What follows belongs to an exercise in optimizing a design on an open flow for small area, a short achievable clock period and few clock cycles per item; a production flow would make more cautious choices. In this exercise RTL edits were held to simulation tests only and were not proved equivalent to the original. Power figures rest on the tool's default switching activity, not on a simulated workload.

==> run a <==
==> flow/design.v (excerpt) <==
module address_region_dispatch_table (
	input  logic        clk,
	input  logic        arst_n,
	input  logic        req_valid,
	output logic        req_ready,
	input  logic [1:0]  req_opcode,
	input  logic [31:0] req_address,
	input  logic [31:0] req_length,
	input  logic [15:0] req_handler_tag,
	input  logic [3:0]  req_ticket,
	output logic        rsp_valid,
	input  logic        rsp_ready,
	output logic [1:0]  rsp_status,
	output logic [3:0]  rsp_ticket_out,
	output logic [15:0] rsp_tag_out
);
	logic accept;
	assign accept = req_valid && req_ready;
	logic [15:0]      valid_q;
	logic [15:0]      wr_sel;
	logic [16*32-1:0] nbase_a;
	logic [16*32-1:0] nlim_a;
	logic [15:0]      wrap_a;
	logic [16*16-1:0] tag_a;
	logic [31:0]      wr_nlim;
	logic             wr_wrap;
	ardt_add32 u_add (.a(req_address), .b(req_length), .ns(wr_nlim), .co(wr_wrap));
	ardt_slot_mem u_slot_mem (
		.clk      (clk),
		.wr_sel   (wr_sel),
		.wr_nbase (~req_address),
		.wr_nlim  (wr_nlim),
		.wr_wrap  (wr_wrap),
		.wr_tag   (req_handler_tag),
		.nbase_o  (nbase_a),
		.nlim_o   (nlim_a),
		.wrap_o   (wrap_a),
		.tag_o    (tag_a)
	);
	logic        is_reg, is_unreg, is_disp, len_zero;
	logic [15:0] hit;
	logic [15:0] free_first;
	logic [15:0] tk_dec;
	logic [15:0] cand;
	logic [1:0]  st_none;
	assign is_reg   = (req_opcode == ardt_pkg::OP_REGISTER);
	assign is_unreg = (req_opcode == ardt_pkg::OP_UNREGISTER);
	assign is_disp  = (req_opcode == ardt_pkg::OP_DISPATCH);
	assign len_zero = (req_length == 32'd0);
	for (genvar i = 0; i < 16; i++) begin : g_cmp
		logic h;
		ardt_range_cmp u_cmp (
			.addr  (req_address),
			.nbase (nbase_a[i*32 +: 32]),
			.nlim  (nlim_a[i*32 +: 32]),
  ...
export LEC_CHECK = 0
export CAP_MARGIN = 20
export CORE_MARGIN = 2
export CORE_UTILIZATION = 70
export SETUP_SLACK_MARGIN = 3.2
export SLEW_MARGIN = 20
export SYNTH_HIERARCHICAL = 1
export TNS_END_PERCENT = 100
create_clock -name core_clock -period 6.0 [get_ports {clk}]
standard.sh (not shown) runs the stock make flow with config.mk's settings and CLKGATE_MAP_FILE= SYNTH_SCRIPT=/design/flow/synth_recipe.tcl, a recipe that flattens the netlist after the stock synthesis.
==> flow/flow/run.sh <==
#!/bin/bash
# Standard layout, except that after the standard synthesis the delay cells
# (clkdlybuf4s*, dlygate*, dlymetal*) are added to the don't-use list, so the
# resizer does not pick them as port or repair buffers. Synthesis itself is
# the standard one, run unchanged. Each step's full output goes to its own
# log file in this folder. Clock tree synthesis runs with the usual clusters
# of up to 20 flip-flops per clkbuf_16 but without dummy loads.
set -uo pipefail
DU_BASE="sky130_fd_sc_hd__probe_p_8 sky130_fd_sc_hd__probec_p_8 sky130_fd_sc_hd__lpflow_bleeder_1 sky130_fd_sc_hd__lpflow_clkbufkapwr_1 sky130_fd_sc_hd__lpflow_clkbufkapwr_16 sky130_fd_sc_hd__lpflow_clkbufkapwr_2 sky130_fd_sc_hd__lpflow_clkbufkapwr_4 sky130_fd_sc_hd__lpflow_clkbufkapwr_8 sky130_fd_sc_hd__lpflow_clkinvkapwr_1 sky130_fd_sc_hd__lpflow_clkinvkapwr_16 sky130_fd_sc_hd__lpflow_clkinvkapwr_2 sky130_fd_sc_hd__lpflow_clkinvkapwr_4 sky130_fd_sc_hd__lpflow_clkinvkapwr_8 sky130_fd_sc_hd__lpflow_decapkapwr_12 sky130_fd_sc_hd__lpflow_decapkapwr_3 sky130_fd_sc_hd__lpflow_decapkapwr_4 sky130_fd_sc_hd__lpflow_decapkapwr_6 sky130_fd_sc_hd__lpflow_decapkapwr_8 sky130_fd_sc_hd__lpflow_inputiso0n_1 sky130_fd_sc_hd__lpflow_inputiso0p_1 sky130_fd_sc_hd__lpflow_inputiso1n_1 sky130_fd_sc_hd__lpflow_inputiso1p_1 sky130_fd_sc_hd__lpflow_inputisolatch_1 sky130_fd_sc_hd__lpflow_isobufsrc_1 sky130_fd_sc_hd__lpflow_isobufsrc_16 sky130_fd_sc_hd__lpflow_isobufsrc_2 sky130_fd_sc_hd__lpflow_isobufsrc_4 sky130_fd_sc_hd__lpflow_isobufsrc_8 sky130_fd_sc_hd__lpflow_isobufsrckapwr_16 sky130_fd_sc_hd__lpflow_lsbuf_lh_hl_isowell_tap_1 sky130_fd_sc_hd__lpflow_lsbuf_lh_hl_isowell_tap_2 sky130_fd_sc_hd__lpflow_lsbuf_lh_hl_isowell_tap_4 sky130_fd_sc_hd__lpflow_lsbuf_lh_isowell_4 sky130_fd_sc_hd__lpflow_lsbuf_lh_isowell_tap_1 sky130_fd_sc_hd__lpflow_lsbuf_lh_isowell_tap_2 sky130_fd_sc_hd__lpflow_lsbuf_lh_isowell_tap_4 "
DU_DELAY="sky130_fd_sc_hd__clkdlybuf4s15_1 sky130_fd_sc_hd__clkdlybuf4s15_2 sky130_fd_sc_hd__clkdlybuf4s18_1 sky130_fd_sc_hd__clkdlybuf4s18_2 sky130_fd_sc_hd__clkdlybuf4s25_1 sky130_fd_sc_hd__clkdlybuf4s25_2 sky130_fd_sc_hd__clkdlybuf4s50_1 sky130_fd_sc_hd__clkdlybuf4s50_2 sky130_fd_sc_hd__dlygate4sd1_1 sky130_fd_sc_hd__dlygate4sd2_1 sky130_fd_sc_hd__dlygate4sd3_1 sky130_fd_sc_hd__dlymetal6s2s_1 sky130_fd_sc_hd__dlymetal6s4s_1 sky130_fd_sc_hd__dlymetal6s6s_1"
bash standard.sh synth > synth.log 2>&1 || { tail -50 synth.log; exit 1; }
CTS="-sink_clustering_enable -repair_clock_nets -sink_clustering_size 20 -sink_clustering_max_diameter 60 -buf_list sky130_fd_sc_hd__clkbuf_16 -dont_use_dummy_load"
bash standard.sh "DONT_USE_CELLS=$DU_BASE $DU_DELAY" "CTS_ARGS=$CTS" finish > layout.log 2>&1 || { tail -50 layout.log; exit 1; }
test -f out/final.def || { echo "no final.def"; exit 1; }
==> inputs of run b, as changes to run a <==
--- a/flow/design.v
+++ b/flow/design.v
@@ -126,15 +126,17 @@
 				end else begin : g_n
 					ardt_gpn u_gp (.ghn(g[l][i]), .phn(t[l][i]), .gln(g[l][i-W]), .pln(t[l][i-W]),
 						.g(g[l+1][i]), .p(t[l+1][i]));
 				end
 			end
 		end
 	end
-	assign ns = ~(a ^ b ^ {g[5][30:0], 1'b0});
+	logic [31:0] x;
+	assign x = g[0] & ~t[0];
+	assign ns = ~(x ^ {g[5][30:0], 1'b0});
 	assign co = g[5][31];
 endmodule
 `default_nettype wire
 `timescale 1ns / 1ps
 `default_nettype none
 module ardt_slot_mem (
 	input  logic             clk,
@@ -181,50 +183,52 @@
 	output logic        req_ready,
 	input  logic        push,
 	input  logic [21:0] push_data,
 	output logic        rsp_valid,
 	input  logic        rsp_ready,
 	output logic [21:0] rsp_data
 );
-	logic [21:0] ent0_q, ent1_q, ent2_q;
-	logic [2:0]  occ_q;      
-	logic [1:0]  cnt_q;
+	logic [21:0] ent_q [4];
+	logic [3:0]  occ_q;      
+	logic [2:0]  cnt_q;
 	logic        ready_q;
 	logic        pop;
-	logic [1:0]  cnt_d;
+	logic [2:0]  cnt_d;
 	assign pop       = occ_q[0] && rsp_ready;
 	assign rsp_valid = occ_q[0];
-	assign rsp_data  = ent0_q;
+	assign rsp_data  = ent_q[0];
 	assign req_ready = ready_q;
 	always_comb begin
 		cnt_d = cnt_q;
-		if (accept && !pop) cnt_d = cnt_q + 2'd1;
-		else if (!accept && pop) cnt_d = cnt_q - 2'd1;
+		if (accept && !pop) cnt_d = cnt_q + 3'd1;
+		else if (!accept && pop) cnt_d = cnt_q - 3'd1;
 	end
 	always_ff @(posedge clk or negedge arst_n) begin
 		if (!arst_n) begin
 			occ_q   <= '0;
 			cnt_q   <= '0;
 			ready_q <= 1'b0;
 		end else begin
 			cnt_q   <= cnt_d;
-			ready_q <= (cnt_d != 2'd3);
-			if (pop && !push)      occ_q <= {1'b0, occ_q[2:1]};
-			else if (push && !pop) occ_q <= {occ_q[1:0], 1'b1};
+			ready_q <= (cnt_d != 3'd4);
+			if (pop && !push)      occ_q <= {1'b0, occ_q[3:1]};
+			else if (push && !pop) occ_q <= {occ_q[2:0], 1'b1};
 		end
 	end
 	always_ff @(posedge clk) begin
 		if (pop) begin
-			ent0_q <= (push && !occ_q[1]) ? push_data : ent1_q;
-			ent1_q <= (push && occ_q[1] && !occ_q[2]) ? push_data : ent2_q;
-			if (push && occ_q[2]) ent2_q <= push_data;
+			ent_q[0] <= (push && !occ_q[1]) ? push_data : ent_q[1];
+			ent_q[1] <= (push && occ_q[1] && !occ_q[2]) ? push_data : ent_q[2];
+			ent_q[2] <= (push && occ_q[2] && !occ_q[3]) ? push_data : ent_q[3];
+			if (push && occ_q[3]) ent_q[3] <= push_data;
 		end else if (push) begin
-			if (!occ_q[0])                ent0_q <= push_data;
-			if (occ_q[0] && !occ_q[1])    ent1_q <= push_data;
-			if (occ_q[1] && !occ_q[2])    ent2_q <= push_data;
+			if (!occ_q[0])             ent_q[0] <= push_data;
+			if (occ_q[0] && !occ_q[1]) ent_q[1] <= push_data;
+			if (occ_q[1] && !occ_q[2]) ent_q[2] <= push_data;
+			if (occ_q[2] && !occ_q[3]) ent_q[3] <= push_data;
 		end
 	end
 endmodule
 `default_nettype wire
 `timescale 1ns / 1ps
 `default_nettype none
 module address_region_dispatch_table (
@@ -241,49 +245,66 @@
 	input  logic        rsp_ready,
 	output logic [1:0]  rsp_status,
 	output logic [3:0]  rsp_ticket_out,
 	output logic [15:0] rsp_tag_out
 );
 	logic accept;
 	assign accept = req_valid && req_ready;
+	logic        r_v;
+	logic [1:0]  r_opcode;
+	logic [31:0] r_address;
+	logic [31:0] r_length;
+	logic [15:0] r_tag;
+	logic [3:0]  r_ticket;
+	always_ff @(posedge clk or negedge arst_n) begin
+		if (!arst_n) r_v <= 1'b0;
+		else         r_v <= accept;
+	end
+	always_ff @(posedge clk) begin
+		r_opcode  <= req_opcode;
+		r_address <= req_address;
+		r_length  <= req_length;
+		r_tag     <= req_handler_tag;
+		r_ticket  <= req_ticket;
+	end
 	logic [15:0]      valid_q;
 	logic [15:0]      wr_sel;
 	logic [16*32-1:0] nbase_a;
 	logic [16*32-1:0] nlim_a;
 	logic [15:0]      wrap_a;
 	logic [16*16-1:0] tag_a;
 	logic [31:0]      wr_nlim;
 	logic             wr_wrap;
-	ardt_add32 u_add (.a(req_address), .b(req_length), .ns(wr_nlim), .co(wr_wrap));
+	ardt_add32 u_add (.a(r_address), .b(r_length), .ns(wr_nlim), .co(wr_wrap));
 	ardt_slot_mem u_slot_mem (
 		.clk      (clk),
 		.wr_sel   (wr_sel),
-		.wr_nbase (~req_address),
+		.wr_nbase (~r_address),
 		.wr_nlim  (wr_nlim),
 		.wr_wrap  (wr_wrap),
-		.wr_tag   (req_handler_tag),
+		.wr_tag   (r_tag),
 		.nbase_o  (nbase_a),
 		.nlim_o   (nlim_a),
 		.wrap_o   (wrap_a),
 		.tag_o    (tag_a)
 	);
 	logic        is_reg, is_unreg, is_disp, len_zero;
 	logic [15:0] hit;
 	logic [15:0] free_first;
 	logic [15:0] tk_dec;
 	logic [15:0] cand;
 	logic [1:0]  st_none;
-	assign is_reg   = (req_opcode == ardt_pkg::OP_REGISTER);
-	assign is_unreg = (req_opcode == ardt_pkg::OP_UNREGISTER);
-	assign is_disp  = (req_opcode == ardt_pkg::OP_DISPATCH);
-	assign len_zero = (req_length == 32'd0);
+	assign is_reg   = (r_opcode == ardt_pkg::OP_REGISTER);
+	assign is_unreg = (r_opcode == ardt_pkg::OP_UNREGISTER);
+	assign is_disp  = (r_opcode == ardt_pkg::OP_DISPATCH);
+	assign len_zero = (r_length == 32'd0);
 	for (genvar i = 0; i < 16; i++) begin : g_cmp
 		logic h;
 		ardt_range_cmp u_cmp (
-			.addr  (req_address),
+			.addr  (r_address),
 			.nbase (nbase_a[i*32 +: 32]),
 			.nlim  (nlim_a[i*32 +: 32]),
 			.wrap  (wrap_a[i]),
 			.en    (is_disp && valid_q[i]),
 			.hit   (h)
 		);
 		assign hit[i] = h;
@@ -293,33 +314,30 @@
 	logic        tk_below;
 	always_comb begin
 		for (int i = 0; i < 16; i++) begin
 			free_next[i] = !valid_q[i] && !free_first[i];
 			for (int j = 0; j < i; j++) if (!valid_q[j] && !free_first[j]) free_next[i] = 1'b0;
 			below[i] = 1'b1;
 			for (int j = 0; j <= i; j++) if (free_first[j]) below[i] = 1'b0;
-			tk_dec[i] = (req_ticket == 4'(i));
+			tk_dec[i] = (r_ticket == 4'(i));
 		end
 	end
-	assign tk_below = below[req_ticket];
+	assign tk_below = below[r_ticket];
 	assign wr_sel   = free_first;
-	always_comb begin
-		if (is_reg && !len_zero)   cand = free_first;
-		else if (is_unreg)         cand = tk_dec & valid_q;
-		else                       cand = hit;
-	end
+	assign cand = hit | ({16{is_reg && !len_zero}} & free_first)
+		| ({16{is_unreg}} & tk_dec & valid_q);
 	always_comb begin
 		if (is_reg) st_none = len_zero ? ardt_pkg::STAT_ZERO_LEN : ardt_pkg::STAT_FULL;
 		else        st_none = ardt_pkg::STAT_MISS;
 	end
 	always_ff @(posedge clk or negedge arst_n) begin
 		if (!arst_n) begin
 			valid_q    <= '0;
 			free_first <= 16'd1;
-		end else if (accept) begin
+		end else if (r_v) begin
 			if (is_reg && !len_zero) begin
 				valid_q    <= valid_q | free_first;
 				free_first <= free_next;
 			end else if (is_unreg) begin
 				valid_q <= valid_q & ~tk_dec;
 				if (tk_below) free_first <= tk_dec;
 			end
@@ -328,21 +346,21 @@
 	logic        s_v;
 	logic [15:0] s_cand;
 	logic [1:0]  s_st;
 	logic        s_unreg;
 	logic [3:0]  s_tk;
 	always_ff @(posedge clk or negedge arst_n) begin
 		if (!arst_n) s_v <= 1'b0;
-		else         s_v <= accept;
+		else         s_v <= r_v;
 	end
 	always_ff @(posedge clk) begin
 		s_cand  <= cand;
 		s_st    <= st_none;
 		s_unreg <= is_unreg;
-		s_tk    <= req_ticket;
+		s_tk    <= r_ticket;
 	end
 	logic [15:0] pick;
 	logic [3:0]  pick_idx;
 	logic [15:0] pick_tag;
 	logic [21:0] res;
 	always_comb begin
 		pick_idx = 4'd0;
==> flow/config.mk (replaced) <==
export PLATFORM = sky130hd
export DESIGN_NAME = address_region_dispatch_table
export DESIGN_NICKNAME = address_region_dispatch_table
export VERILOG_FILES = /design/flow/design.v
export SDC_FILE = /design/flow/constraint.sdc
export NUM_CORES = 4
export LEC_CHECK = 0
export CAP_MARGIN = 20
export CORE_MARGIN = 2
export CORE_UTILIZATION = 70
export SETUP_SLACK_MARGIN = 3.4
export SLEW_MARGIN = 20
export SYNTH_HIERARCHICAL = 1
export TNS_END_PERCENT = 30
==> notes.md <==
|  | run a | run b |
|---|---|---|
| Run status | timing/DRC/antenna clean | timing/DRC/antenna clean |
| Routed metal-1 wire length | 73.0 mm | 75.2 mm |
| Growth of design area from synthesis to finish | 13.9% | 12.2% |
| Power in the clock group | 6.15 mW | 6.80 mW |
| Clock sink count | 1,424 | 1,535 |
| Leak Pwr | 23.6 nW | 24.7 nW |
| Number of sequential storage elements | 1,424 | 1,535 |
| Power dissipated in sequential cells | 14.4 mW | 14.7 mW |
| Maximum frequency from static timing analysis | 343 MHz | 355 MHz |
| Crit path DAT | 3.48 ns | 3.43 ns |
| Number of design-rule violations left by the first detailed-router iteration | 9,274 | 8,910 |
| DR WL met2 | 96.2 mm | 97.6 mm |
| Layout clock buffer count | 102 | 116 |
| First-pass GRT wire length | 292 mm | 300 mm |
| Number of instances resized during post-cts repair | 318 | 223 |
| Insertion delay of the later-clocked pin in the worst-skew pair | 0.70 ns | 0.74 ns |
| Total Power | 26.4 mW | 27.7 mW |
| Worst clock skew | 0.0579 ns | 0.0721 ns |
| Tightest Pin Transition | 1.21 ns | 1.26 ns |
| Critical path type | primary input to register | register to register |
| Relative max-transition margin | 0.192 | 0.158 |
| Via total after detailed routing | 50,200 | 50,900 |
| GR Layer Usage met1 | 0.560 | 0.558 |
| Relative contribution of the clock network to total power | 0.233 | 0.245 |
| Worst reg2reg path endpoint | u_ctrl.ent0_q[16] | s_cand[7] |
| Relative contribution of sequential cells to total power | 0.545 | 0.531 |
| Final weighted congestion in routability-driven placement | 0.965 | 0.963 |
Testbench counts of run a, summed over its fixed seeds: cycles 16,016, items 16,000.
Testbench counts of run b, summed over its fixed seeds: cycles 16,024, items 16,000.

port drivers added, routing unchanged:
In the flow no input, the clock included, has a driving cell. The finished layouts below were timed again as built, in two steps.
Step 1 sets driving cells, clkbuf_16 on the clock port and buf_2 on the other inputs (assumed; they add their load-dependent delay and slew).
Step 2 times the ports against the registers' clock, not the clock port: input delays grow and output delays shrink by t, the midpoint of the rising clock arrivals with the driver on.
Three values: no drivers, after step 1, after step 2; two values: the first two.
run | shift t [ns] | setup slack, ns | worst hold slack (ns) | worst setup path after step 2
run a | 0.754 | 3.088 / 2.849 / 2.095 | 0.529 / 0.529 / 0.529 | input to register
run b | 0.780 | 3.180 / 3.180 / 2.538 | 0.472 / 0.472 / 0.472 | input to register
After both steps every run listed still meets setup and hold. For run a, which loses most, drivers alone change the setup slack by -0.239 ns; drivers and shift together by -0.993 ns.
